From an optimization exercise on the open Yosys and OpenROAD flow, aimed at small area and a short achievable clock period; shortcuts taken in it are not production practice.
In this exercise RTL edits were held to simulation tests only and were not proved equivalent to the original.

==> build 74 <==
==> flow/design.v (excerpt) <==
module servo_frontend (
	input  logic         clk1,
	input  logic         i_rst_n,
	input  logic [127:0] i_cfg,
	input  logic [32:0]  i_adc,
	input  logic [24:0]  i_dac,
	output logic [3:0]   o_afe,
	output logic [72:0]  o_filt,
	output logic [2:0]   o_spi,
	output logic         o_ldac_n,
	output logic         o_dac_credit
);
clock: 11.5 ns
lec_check: 0
abc_area: 0
cap_margin: 20
core_margin: 2
core_utilization: 40
cts_buf_list: sky130_fd_sc_hd__clkbuf_8
slew_margin: 20
synth_hierarchical: 1
synth_minimum_keep_size: 0
standard.sh (not shown) runs the stock make flow with config.mk's settings and CLKGATE_MAP_FILE= SYNTH_SCRIPT=/design/flow/synth_recipe.tcl, a recipe that flattens the netlist after the stock synthesis.
==> flow/flow/run.sh <==
#!/bin/bash
# Standard layout (the standard.sh, standard synthesis unchanged), with
# - a tighter setup target for ORFS's timing repair (repair_timing
#   -setup_margin); the clock period and constraints stay the standard flow's,
# - every input and output port buffered with a buf_1 instead of the
#   larger cell buffer_ports picks by itself.
set -euo pipefail
export SETUP_SLACK_MARGIN=6.2
export BUFFER_PORTS_ARGS="-buffer_cell sky130_fd_sc_hd__buf_1"
bash standard.sh finish > standard.log 2>&1
==> build 89 (differences from build 74) <==
--- a/flow/flow/run.sh
+++ b/flow/flow/run.sh
@@ -5,6 +5,6 @@
 # - every input and output port buffered with a buf_1 instead of the
 #   larger cell buffer_ports picks by itself.
 set -euo pipefail
-export SETUP_SLACK_MARGIN=6.2
+export SETUP_SLACK_MARGIN=6.4
 export BUFFER_PORTS_ARGS="-buffer_cell sky130_fd_sc_hd__buf_1"
 bash standard.sh finish > standard.log 2>&1
--- a/flow/config.mk
+++ b/flow/config.mk
@@ -9,7 +9,7 @@
 export CAP_MARGIN = 20
 export CORE_MARGIN = 2
 export CORE_UTILIZATION = 40
-export CTS_BUF_LIST = sky130_fd_sc_hd__clkbuf_8
+export CTS_BUF_LIST = sky130_fd_sc_hd__clkbuf_4
 export SLEW_MARGIN = 20
 export SYNTH_HIERARCHICAL = 1
 export SYNTH_MINIMUM_KEEP_SIZE = 0
==> summary of the runs <==
- Against build 74, the setup slack of build 89 is higher by 8.6 ps.
- Of build 74 and build 89, build 89 has the higher clock skew (gap 18 ps).
- In die area, build 89 and build 74 do not differ.

---

==> trial 92 <==
Another version of the RTL of servo_frontend (not shown whole).
make LEC_CHECK=0 ABC_AREA=0 CAP_MARGIN=20 CORE_MARGIN=2 CORE_UTILIZATION=40 SLEW_MARGIN=20 SYNTH_HIERARCHICAL=1 SYNTH_MINIMUM_KEEP_SIZE=0 finish   # period 11.5 ns
run.sh (not shown) runs the stock make flow with config.mk's settings and CLKGATE_MAP_FILE= SYNTH_SCRIPT=/design/flow/synth_recipe.tcl, a recipe that flattens the netlist after the stock synthesis.
Stock flow here: none of the scripts above is used.
==> trial 80: changes against trial 92 <==
--- a/flow/config.mk
+++ b/flow/config.mk
@@ -9,6 +9,7 @@
 export CAP_MARGIN = 20
 export CORE_MARGIN = 2
 export CORE_UTILIZATION = 40
+export SETUP_SLACK_MARGIN = 5
 export SLEW_MARGIN = 20
 export SYNTH_HIERARCHICAL = 1
 export SYNTH_MINIMUM_KEEP_SIZE = 0
==> notes.md <==
- In die area, trial 80 and trial 92 do not differ.
- Between trial 92 and trial 80, the lower worst setup slack is in trial 92 (gap 1.1 ns).
- Of trial 92 and trial 80, trial 80 has the higher register-to-register slack (gap 1.1 ns).
- Critical path depth: trial 92 is lower than trial 80 (2).
- In sequential cell count, trial 92 and trial 80 do not differ.
==> figures <==
quantity                                                                   trial 80                      trial 92
Outcome                                                    timing/DRC/antenna clean      timing/DRC/antenna clean
Setup slack, reg-to-reg                                                     4.98 ns                       3.89 ns
Area growth from synthesis to final layout                                    16.8%                         13.2%
Number of global-route vias before repair                                    47,100                        46,700
Minimum hold slack                                                         0.352 ns                      0.353 ns
Met2 track demand over resource                                               39.4%                         39.0%
Routability congestion estimate from global placement                         0.908                         0.903
Routing usage on met1                                                         36.4%                         35.5%
Crit path max fanout                                                              5                            18
Start point of the worst hold path                     u_config_capture.b0_q[1][17]  u_config_capture.b0_q[1][11]

---

==> v16: inputs <==
servo_frontend, a different RTL version from the one above (not shown whole).
clock: 11.5 ns
lec_check: 0
abc_area: 0
cap_margin: 20
core_margin: 2
core_utilization: 40
slew_margin: 20
synth_hierarchical: 1
synth_minimum_keep_size: 0
standard.sh (not shown) runs the stock make flow with config.mk's settings and CLKGATE_MAP_FILE= SYNTH_SCRIPT=/design/flow/synth_recipe.tcl, a recipe that flattens the netlist after the stock synthesis.
==> flow/flow/run.sh <==
#!/bin/bash
# Standard layout (the standard.sh, standard synthesis unchanged), with
# - a tighter setup target for ORFS's timing repair (repair_timing
#   -setup_margin); the clock period and constraints stay the standard flow's,
# - every input and output port buffered with a buf_2 instead of the
#   larger cell buffer_ports picks by itself.
set -euo pipefail
export SETUP_SLACK_MARGIN=6.5
export BUFFER_PORTS_ARGS="-buffer_cell sky130_fd_sc_hd__buf_2"
bash standard.sh finish > standard.log 2>&1
==> inputs of v11, as changes to v16 <==
--- a/flow/design.v
+++ b/flow/design.v
@@ -118,11 +118,15 @@
 	logic [31:0] p1_b;
 	logic [31:0] p1_da;
 	logic [31:0] p1_db;
 	logic [23:0] y_prev;
 	logic [23:0] y_n;
-	logic [23:0] y_new;
+	logic [23:0] y_d;
+	logic [23:0] y_other;
+	logic        s_acc;
+	logic        s_x;
+	logic        s_hold;
 	logic [23:0] acc_y;
 	logic        v_s1;
 	logic        v_s2;
 	assign {coef_on, coef_b0, coef_b1} = i_coef;
 	logic [18:0] a1_p;
@@ -151,10 +155,11 @@
 			a1_neg[j] <= i_a1[2*j+1];
 		end
 	end
 	assign x_in_n  = ~i_x;
 	assign x_cur_n = ~x_cur;
+	assign y_n     = ~y_prev;
 	logic [24:0] ay_pp0, ay_pp0_sel;
 	logic [24:0] ay_pp1, ay_pp1_sel;
 	logic [24:0] ay_pp2, ay_pp2_sel;
 	logic [24:0] ay_pp3, ay_pp3_sel;
 	logic [24:0] ay_pp4, ay_pp4_sel;
@@ -2266,10 +2271,34 @@
 	iir_xor2 u_cpa_n490 (.a(cpa_hs56), .b(cpa_n462), .y(cpa_n490));
 	iir_xor2 u_cpa_n491 (.a(cpa_hs57), .b(cpa_n464), .y(cpa_n491));
 	iir_xor2 u_cpa_n492 (.a(cpa_hs58), .b(cpa_n466), .y(cpa_n492));
 	iir_xor2 u_cpa_n493 (.a(cpa_n1), .b(cpa_n468), .y(cpa_n493));
 	assign acc_y = {cpa_n493, cpa_n492, cpa_n491, cpa_n490, cpa_n489, cpa_n488, cpa_n487, cpa_n486, cpa_n485, cpa_n484, cpa_n483, cpa_n482, cpa_n481, cpa_n480, cpa_n479, cpa_n478, cpa_n477, cpa_n476, cpa_n475, cpa_n474, cpa_n473, cpa_n472, cpa_n471, cpa_n470};
+	iir_ao21 u_yd0 (.a1(acc_y[0]), .a2(s_acc), .b(y_other[0]), .y(y_d[0]));
+	iir_ao21 u_yd1 (.a1(acc_y[1]), .a2(s_acc), .b(y_other[1]), .y(y_d[1]));
+	iir_ao21 u_yd2 (.a1(acc_y[2]), .a2(s_acc), .b(y_other[2]), .y(y_d[2]));
+	iir_ao21 u_yd3 (.a1(acc_y[3]), .a2(s_acc), .b(y_other[3]), .y(y_d[3]));
+	iir_ao21 u_yd4 (.a1(acc_y[4]), .a2(s_acc), .b(y_other[4]), .y(y_d[4]));
+	iir_ao21 u_yd5 (.a1(acc_y[5]), .a2(s_acc), .b(y_other[5]), .y(y_d[5]));
+	iir_ao21 u_yd6 (.a1(acc_y[6]), .a2(s_acc), .b(y_other[6]), .y(y_d[6]));
+	iir_ao21 u_yd7 (.a1(acc_y[7]), .a2(s_acc), .b(y_other[7]), .y(y_d[7]));
+	iir_ao21 u_yd8 (.a1(acc_y[8]), .a2(s_acc), .b(y_other[8]), .y(y_d[8]));
+	iir_ao21 u_yd9 (.a1(acc_y[9]), .a2(s_acc), .b(y_other[9]), .y(y_d[9]));
+	iir_ao21 u_yd10 (.a1(acc_y[10]), .a2(s_acc), .b(y_other[10]), .y(y_d[10]));
+	iir_ao21 u_yd11 (.a1(acc_y[11]), .a2(s_acc), .b(y_other[11]), .y(y_d[11]));
+	iir_ao21 u_yd12 (.a1(acc_y[12]), .a2(s_acc), .b(y_other[12]), .y(y_d[12]));
+	iir_ao21 u_yd13 (.a1(acc_y[13]), .a2(s_acc), .b(y_other[13]), .y(y_d[13]));
+	iir_ao21 u_yd14 (.a1(acc_y[14]), .a2(s_acc), .b(y_other[14]), .y(y_d[14]));
+	iir_ao21 u_yd15 (.a1(acc_y[15]), .a2(s_acc), .b(y_other[15]), .y(y_d[15]));
+	iir_ao21 u_yd16 (.a1(acc_y[16]), .a2(s_acc), .b(y_other[16]), .y(y_d[16]));
+	iir_ao21 u_yd17 (.a1(acc_y[17]), .a2(s_acc), .b(y_other[17]), .y(y_d[17]));
+	iir_ao21 u_yd18 (.a1(acc_y[18]), .a2(s_acc), .b(y_other[18]), .y(y_d[18]));
+	iir_ao21 u_yd19 (.a1(acc_y[19]), .a2(s_acc), .b(y_other[19]), .y(y_d[19]));
+	iir_ao21 u_yd20 (.a1(acc_y[20]), .a2(s_acc), .b(y_other[20]), .y(y_d[20]));
+	iir_ao21 u_yd21 (.a1(acc_y[21]), .a2(s_acc), .b(y_other[21]), .y(y_d[21]));
+	iir_ao21 u_yd22 (.a1(acc_y[22]), .a2(s_acc), .b(y_other[22]), .y(y_d[22]));
+	iir_ao21 u_yd23 (.a1(acc_y[23]), .a2(s_acc), .b(y_other[23]), .y(y_d[23]));
 	iir_bsel0 u_bx_pp0_s0 (.none(b0_none[0]), .nm(x_in_n[0]), .sel(bx_pp0_sel[0]));
 	iir_bx u_bx_pp0_x0 (.sel(bx_pp0_sel[0]), .neg(coef_b0[1]), .pp(bx_pp0[0]));
 	iir_bsel u_bx_pp0_s1 (.none(b0_none[0]), .ntwo(b0_ntwo[0]), .nm(x_in_n[1]), .nm1(x_in_n[0]), .sel(bx_pp0_sel[1]));
 	iir_bx u_bx_pp0_x1 (.sel(bx_pp0_sel[1]), .neg(coef_b0[1]), .pp(bx_pp0[1]));
 	iir_bsel u_bx_pp0_s2 (.none(b0_none[0]), .ntwo(b0_ntwo[0]), .nm(x_in_n[2]), .nm1(x_in_n[1]), .sel(bx_pp0_sel[2]));
@@ -3115,11 +3144,14 @@
 	iir_fa u_p1t_fa473 (.a(p1m_pp8[12]), .b(p1t_hs90), .c(p1t_c446), .s(p1t_s473), .co(p1t_c473));
 	iir_fa u_p1t_fa474 (.a(p1m_pp7[15]), .b(p1m_pp8[13]), .c(p1t_hc90), .s(p1t_s474), .co(p1t_c474));
 	iir_ha u_p1t_ha93 (.a(p1m_pp7[16]), .b(p1m_pp8[14]), .s(p1t_hs93), .co(p1t_hc93));
 	assign p1_da = {p1m_pp8[15], p1t_hs93, p1t_s474, p1t_s473, p1t_s472, p1t_s471, p1t_s470, p1t_s469, p1t_s468, p1t_s467, p1t_s466, p1t_s465, p1t_s464, p1t_s463, p1t_s462, p1t_s461, p1t_s460, p1t_s459, p1t_s458, p1t_s457, p1t_s456, p1t_s455, p1t_s454, p1t_s453, p1t_s452, p1t_s451, p1t_s450, p1t_s449, p1t_s448, p1t_s447, p1t_hs92, p1t_hs91};
 	assign p1_db = {p1t_hc93, p1t_c474, p1t_c473, p1t_c472, p1t_c471, p1t_c470, p1t_c469, p1t_c468, p1t_c467, p1t_c466, p1t_c465, p1t_c464, p1t_c463, p1t_c462, p1t_c461, p1t_c460, p1t_c459, p1t_c458, p1t_c457, p1t_c456, p1t_c455, p1t_c454, p1t_c453, p1t_c452, p1t_c451, p1t_c450, p1t_c449, p1t_c448, p1t_c447, p1t_hc92, p1t_hc91, i_a1[9]};
-	assign y_new = coef_on ? acc_y : {x_cur, 8'b0};
+	assign s_acc   = i_rst_n & v_s1 & coef_on;
+	assign s_x     = i_rst_n & v_s1 & ~coef_on;
+	assign s_hold  = i_rst_n & ~v_s1;
+	assign y_other = ({x_cur, 8'b0} & {24{s_x}}) | (y_prev & {24{s_hold}});
 	always_ff @(posedge clk1) begin
 		if (!i_rst_n) begin
 			x_cur <= '0;
 			v_s1  <= 1'b0;
 		end else begin
@@ -3134,20 +3166,15 @@
 		ff0_b <= ff0_db;
 		p1_a  <= p1_da;
 		p1_b  <= p1_db;
 	end
 	always_ff @(posedge clk1) begin
+		y_prev <= y_d;
 		if (!i_rst_n) begin
-			y_prev <= '0;
-			y_n    <= '1;
-			v_s2   <= 1'b0;
+			v_s2 <= 1'b0;
 		end else begin
 			v_s2 <= v_s1;
-			if (v_s1) begin
-				y_prev <= y_new;
-				y_n    <= ~y_new;
-			end
 		end
 	end
 	assign o_valid = v_s2;
 	assign o_y     = y_prev;
 endmodule
@@ -3460,10 +3487,13 @@
 	input  logic neg,
 	output logic pp
 );
 	assign pp = ~(sel ^ neg);
 endmodule
+module iir_ao21 (input logic a1, input logic a2, input logic b, output logic y);
+	assign y = (a1 & a2) | b;
+endmodule
 module iir_aoi21 (input logic a1, input logic a2, input logic b, output logic y);
 	assign y = ~(b | (a1 & a2));
 endmodule
 module iir_oai21 (input logic a1, input logic a2, input logic b, output logic y);
 	assign y = ~(b & (a1 | a2));
@@ -3570,31 +3600,28 @@
 );
 	localparam int PTR_W  = (servo_pkg::DAC_CREDITS > 1) ? $clog2(servo_pkg::DAC_CREDITS) : 1;
 	localparam int FILL_W = $clog2(servo_pkg::DAC_CREDITS + 1);
 	localparam int HALF_W = (servo_pkg::SCK_HALF > 1) ? $clog2(servo_pkg::SCK_HALF) : 1;
 	localparam int BIT_W  = $clog2(servo_pkg::DAC_FRAME_W);
-	localparam logic [1:0] ST_IDLE  = 2'd0;
-	localparam logic [1:0] ST_SHIFT = 2'd1;
-	localparam logic [1:0] ST_LOAD  = 2'd2;
+	localparam int CNT_W  = BIT_W + 1 + HALF_W;
+	localparam logic [CNT_W-1:0] CNT_LAST = {BIT_W'(servo_pkg::DAC_FRAME_W - 1), 1'b1, HALF_W'(servo_pkg::SCK_HALF - 1)};
 	logic [servo_pkg::DAC_DATA_W-1:0]  buf_mem [servo_pkg::DAC_CREDITS];
 	logic [PTR_W-1:0]                  wr_ptr;
 	logic [PTR_W-1:0]                  rd_ptr;
 	logic [FILL_W-1:0]                 fill;
 	logic                              push;
 	logic                              pop;
-	logic [1:0]                        state;
-	logic [servo_pkg::DAC_FRAME_W-1:0] shreg;
-	logic [HALF_W-1:0]                 half_cnt;
-	logic [BIT_W-1:0]                  bit_cnt;
-	logic                              half_end;
 	logic                              cs_n_q;
-	logic                              sck_q;
+	logic                              load_q;
+	logic [CNT_W-1:0]                  cnt;
+	logic [servo_pkg::DAC_FRAME_W-1:0] shreg;
+	logic                              shift;
 	logic                              ldac_n_q;
 	logic                              credit_q;
-	assign push     = i_dac[servo_pkg::SIG_W];
-	assign pop      = (state == ST_IDLE) && (fill != '0);
-	assign half_end = (half_cnt == HALF_W'(servo_pkg::SCK_HALF - 1));
+	assign push  = i_dac[servo_pkg::SIG_W];
+	assign pop   = cs_n_q && !load_q && (fill != '0);
+	assign shift = !cs_n_q && (cnt[HALF_W:0] == {1'b1, HALF_W'(servo_pkg::SCK_HALF - 1)}) && (cnt != CNT_LAST);
 	always_ff @(posedge clk1) begin
 		if (push) begin
 			buf_mem[wr_ptr] <= i_dac[servo_pkg::SIG_W-1 -: servo_pkg::DAC_DATA_W];
 		end
 	end
@@ -3617,61 +3644,41 @@
 			endcase
 		end
 	end
 	always_ff @(posedge clk1) begin
 		if (!i_rst_n) begin
-			state    <= ST_IDLE;
-			shreg    <= '0;
-			half_cnt <= '0;
-			bit_cnt  <= '0;
 			cs_n_q   <= 1'b1;
-			sck_q    <= 1'b0;
+			load_q   <= 1'b0;
+			cnt      <= '0;
 			ldac_n_q <= 1'b1;
 			credit_q <= 1'b0;
 		end else begin
-			credit_q <= 1'b0;
-			ldac_n_q <= 1'b1;
-			case (state)
-				ST_IDLE: begin
-					if (pop) begin
-						shreg    <= {servo_pkg::DAC_HDR, buf_mem[rd_ptr]};
-						credit_q <= 1'b1;
-						cs_n_q   <= 1'b0;
-						sck_q    <= 1'b0;
-						half_cnt <= '0;
-						bit_cnt  <= '0;
-						state    <= ST_SHIFT;
-					end
-				end
-				ST_SHIFT: begin
-					if (!half_end) begin
-						half_cnt <= half_cnt + 1'b1;
-					end else begin
-						half_cnt <= '0;
-						if (!sck_q) begin
-							sck_q <= 1'b1;
-						end else begin
-							sck_q <= 1'b0;
-							if (bit_cnt == BIT_W'(servo_pkg::DAC_FRAME_W - 1)) begin
-								cs_n_q <= 1'b1;
-								state  <= ST_LOAD;
-							end else begin
-								bit_cnt <= bit_cnt + 1'b1;
-								shreg   <= {shreg[servo_pkg::DAC_FRAME_W-2:0], 1'b0};
-							end
-						end
-					end
-				end
-				ST_LOAD: begin
-					ldac_n_q <= 1'b0;
-					state    <= ST_IDLE;
+			credit_q <= pop;
+			ldac_n_q <= !load_q;
+			load_q   <= 1'b0;
+			if (pop) begin
+				cs_n_q <= 1'b0;
+				cnt    <= '0;
+			end else if (!cs_n_q) begin
+				if (cnt == CNT_LAST) begin
+					cs_n_q <= 1'b1;
+					load_q <= 1'b1;
+					cnt    <= '0;
+				end else begin
+					cnt <= cnt + 1'b1;
 				end
-				default: state <= ST_IDLE;
-			endcase
+			end
+		end
+	end
+	always_ff @(posedge clk1) begin
+		if (pop) begin
+			shreg <= {servo_pkg::DAC_HDR, buf_mem[rd_ptr]};
+		end else if (shift) begin
+			shreg <= {shreg[servo_pkg::DAC_FRAME_W-2:0], 1'b0};
 		end
 	end
-	assign o_spi      = {cs_n_q, sck_q, shreg[servo_pkg::DAC_FRAME_W-1]};
+	assign o_spi      = {cs_n_q, cnt[HALF_W], shreg[servo_pkg::DAC_FRAME_W-1]};
 	assign o_ldac_n   = ldac_n_q;
 	assign o_credit   = credit_q;
 endmodule
 `default_nettype wire
 `timescale 1ns/100ps
==> flow/flow/run.sh (replaced) <==
#!/bin/bash
# Standard layout (the standard.sh, standard synthesis unchanged), with
# - a tighter setup target for ORFS's timing repair (repair_timing
#   -setup_margin); the clock period and constraints stay the standard flow's,
# - every input and output port buffered with a buf_1 instead of the
#   larger cell buffer_ports picks by itself.
set -euo pipefail
export SETUP_SLACK_MARGIN=6.2
export BUFFER_PORTS_ARGS="-buffer_cell sky130_fd_sc_hd__buf_1"
bash standard.sh finish > standard.log 2>&1
--- a/flow/config.mk
+++ b/flow/config.mk
@@ -7,8 +7,9 @@
 export LEC_CHECK = 0
 export ABC_AREA = 0
 export CAP_MARGIN = 20
 export CORE_MARGIN = 2
 export CORE_UTILIZATION = 40
+export CTS_BUF_LIST = sky130_fd_sc_hd__clkbuf_4
 export SLEW_MARGIN = 20
 export SYNTH_HIERARCHICAL = 1
 export SYNTH_MINIMUM_KEEP_SIZE = 0
==> inputs of v5, as changes to v16 <==
--- a/flow/design.v
+++ b/flow/design.v
@@ -151,10 +151,11 @@
 			a1_neg[j] <= i_a1[2*j+1];
 		end
 	end
 	assign x_in_n  = ~i_x;
 	assign x_cur_n = ~x_cur;
+	assign y_n     = ~y_prev;
 	logic [24:0] ay_pp0, ay_pp0_sel;
 	logic [24:0] ay_pp1, ay_pp1_sel;
 	logic [24:0] ay_pp2, ay_pp2_sel;
 	logic [24:0] ay_pp3, ay_pp3_sel;
 	logic [24:0] ay_pp4, ay_pp4_sel;
@@ -3136,17 +3137,15 @@
 		p1_b  <= p1_db;
 	end
 	always_ff @(posedge clk1) begin
 		if (!i_rst_n) begin
 			y_prev <= '0;
-			y_n    <= '1;
 			v_s2   <= 1'b0;
 		end else begin
 			v_s2 <= v_s1;
 			if (v_s1) begin
 				y_prev <= y_new;
-				y_n    <= ~y_new;
 			end
 		end
 	end
 	assign o_valid = v_s2;
 	assign o_y     = y_prev;
==> flow/run.sh (new file) <==
#!/bin/bash
# synth_recipe.tcl (not shown) runs the flow's synth.tcl, then flattens the netlist and writes it again
# the make line also repeats each setting of config.mk as NAME=value (left out here)
make -C /OpenROAD-flow-scripts/flow DESIGN_CONFIG=/design/flow/config.mk WORK_HOME=/design/flow/orfs CLKGATE_MAP_FILE= SYNTH_SCRIPT=/design/flow/synth_recipe.tcl finish
--- a/flow/config.mk
+++ b/flow/config.mk
@@ -7,8 +7,9 @@
 export LEC_CHECK = 0
 export ABC_AREA = 0
 export CAP_MARGIN = 20
 export CORE_MARGIN = 2
 export CORE_UTILIZATION = 40
+export SETUP_SLACK_MARGIN = 5
 export SLEW_MARGIN = 20
 export SYNTH_HIERARCHICAL = 1
 export SYNTH_MINIMUM_KEEP_SIZE = 0
removed: flow/flow/run.sh
removed: flow/standard.sh
==> inputs of v24, as changes to v16 <==
--- a/flow/design.v
+++ b/flow/design.v
@@ -151,10 +151,11 @@
 			a1_neg[j] <= i_a1[2*j+1];
 		end
 	end
 	assign x_in_n  = ~i_x;
 	assign x_cur_n = ~x_cur;
+	assign y_n     = ~y_prev;
 	logic [24:0] ay_pp0, ay_pp0_sel;
 	logic [24:0] ay_pp1, ay_pp1_sel;
 	logic [24:0] ay_pp2, ay_pp2_sel;
 	logic [24:0] ay_pp3, ay_pp3_sel;
 	logic [24:0] ay_pp4, ay_pp4_sel;
@@ -3136,17 +3137,15 @@
 		p1_b  <= p1_db;
 	end
 	always_ff @(posedge clk1) begin
 		if (!i_rst_n) begin
 			y_prev <= '0;
-			y_n    <= '1;
 			v_s2   <= 1'b0;
 		end else begin
 			v_s2 <= v_s1;
 			if (v_s1) begin
 				y_prev <= y_new;
-				y_n    <= ~y_new;
 			end
 		end
 	end
 	assign o_valid = v_s2;
 	assign o_y     = y_prev;
==> flow/flow/run.sh (replaced) <==
#!/bin/bash
# Standard layout (the standard.sh, standard synthesis unchanged), with
# - a tighter setup target for ORFS's timing repair (repair_timing
#   -setup_margin); the clock period and constraints stay the standard flow's,
# - every input and output port buffered with a buf_2 instead of the
#   larger cell buffer_ports picks by itself.
set -euo pipefail
export SETUP_SLACK_MARGIN=6.0
export BUFFER_PORTS_ARGS="-buffer_cell sky130_fd_sc_hd__buf_2"
bash standard.sh finish > standard.log 2>&1
==> summary of the runs <==
In v24 the first-iteration DRC count is smaller than in v16, by 10%.
Design area: v5 < v11 < v24 < v16.
Of v5 and v24, v24 has the higher non-clock buffer count (gap 107).
Utilization, highest first: v16, v11, v24, v5.

==> re-timing with driven ports <==
How much do the figures lean on ideal ports? The routed layouts below were timed once more, with nothing changed but the port constraints.
Step 1 (the two cells are an assumption about what drives the block):
set clk [get_ports {clk1}]
set_driving_cell -lib_cell sky130_fd_sc_hd__clkbuf_16 $clk
set_driving_cell -lib_cell sky130_fd_sc_hd__buf_2 [delete_from_list [all_inputs] $clk]
Step 2, shift: input delay + t, output delay - t, t = (earliest + latest rising clock arrival at the registers) / 2. This alone moves slack from input paths to output paths.
Slacks: no drivers / after step 1 / after step 2; pairs: no drivers / after step 1.
| run | t (ns) | setup WS [ns] | worst setup path after step 2 | worst register clock-pin slew, ns | cell pins on the clock port's net |
|---|---|---|---|---|---|
| build 74 | 0.968 | 6.286 / 6.286 / 5.695 | input to register | 0.08 / 0.08 | 1 |
| build 89 | 1.252 | 6.295 / 6.295 / 5.698 | input to register | 0.09 / 0.09 | 1 |
| trial 92 | 0.740 | 3.890 / 3.890 / 3.890 | register to register | 0.07 / 0.07 | 1 |
| trial 80 | 0.750 | 4.982 / 4.982 / 4.982 | register to register | 0.07 / 0.07 | 1 |
| v16 | 0.768 | 6.124 / 6.124 / 5.892 | input to register | 0.07 / 0.07 | 1 |
| v11 | 1.256 | 6.278 / 6.278 / 5.670 | input to register | 0.09 / 0.09 | 1 |
| v5 | 0.776 | 5.239 / 5.239 / 5.239 | register to register | 0.07 / 0.07 | 1 |
| v24 | 0.749 | 6.089 / 6.089 / 5.870 | input to register | 0.07 / 0.07 | 1 |
After both steps setup and hold are still met in every run listed. For v11, which loses most, drivers alone change the setup slack by 0.000 ns; drivers and shift together by -0.608 ns.
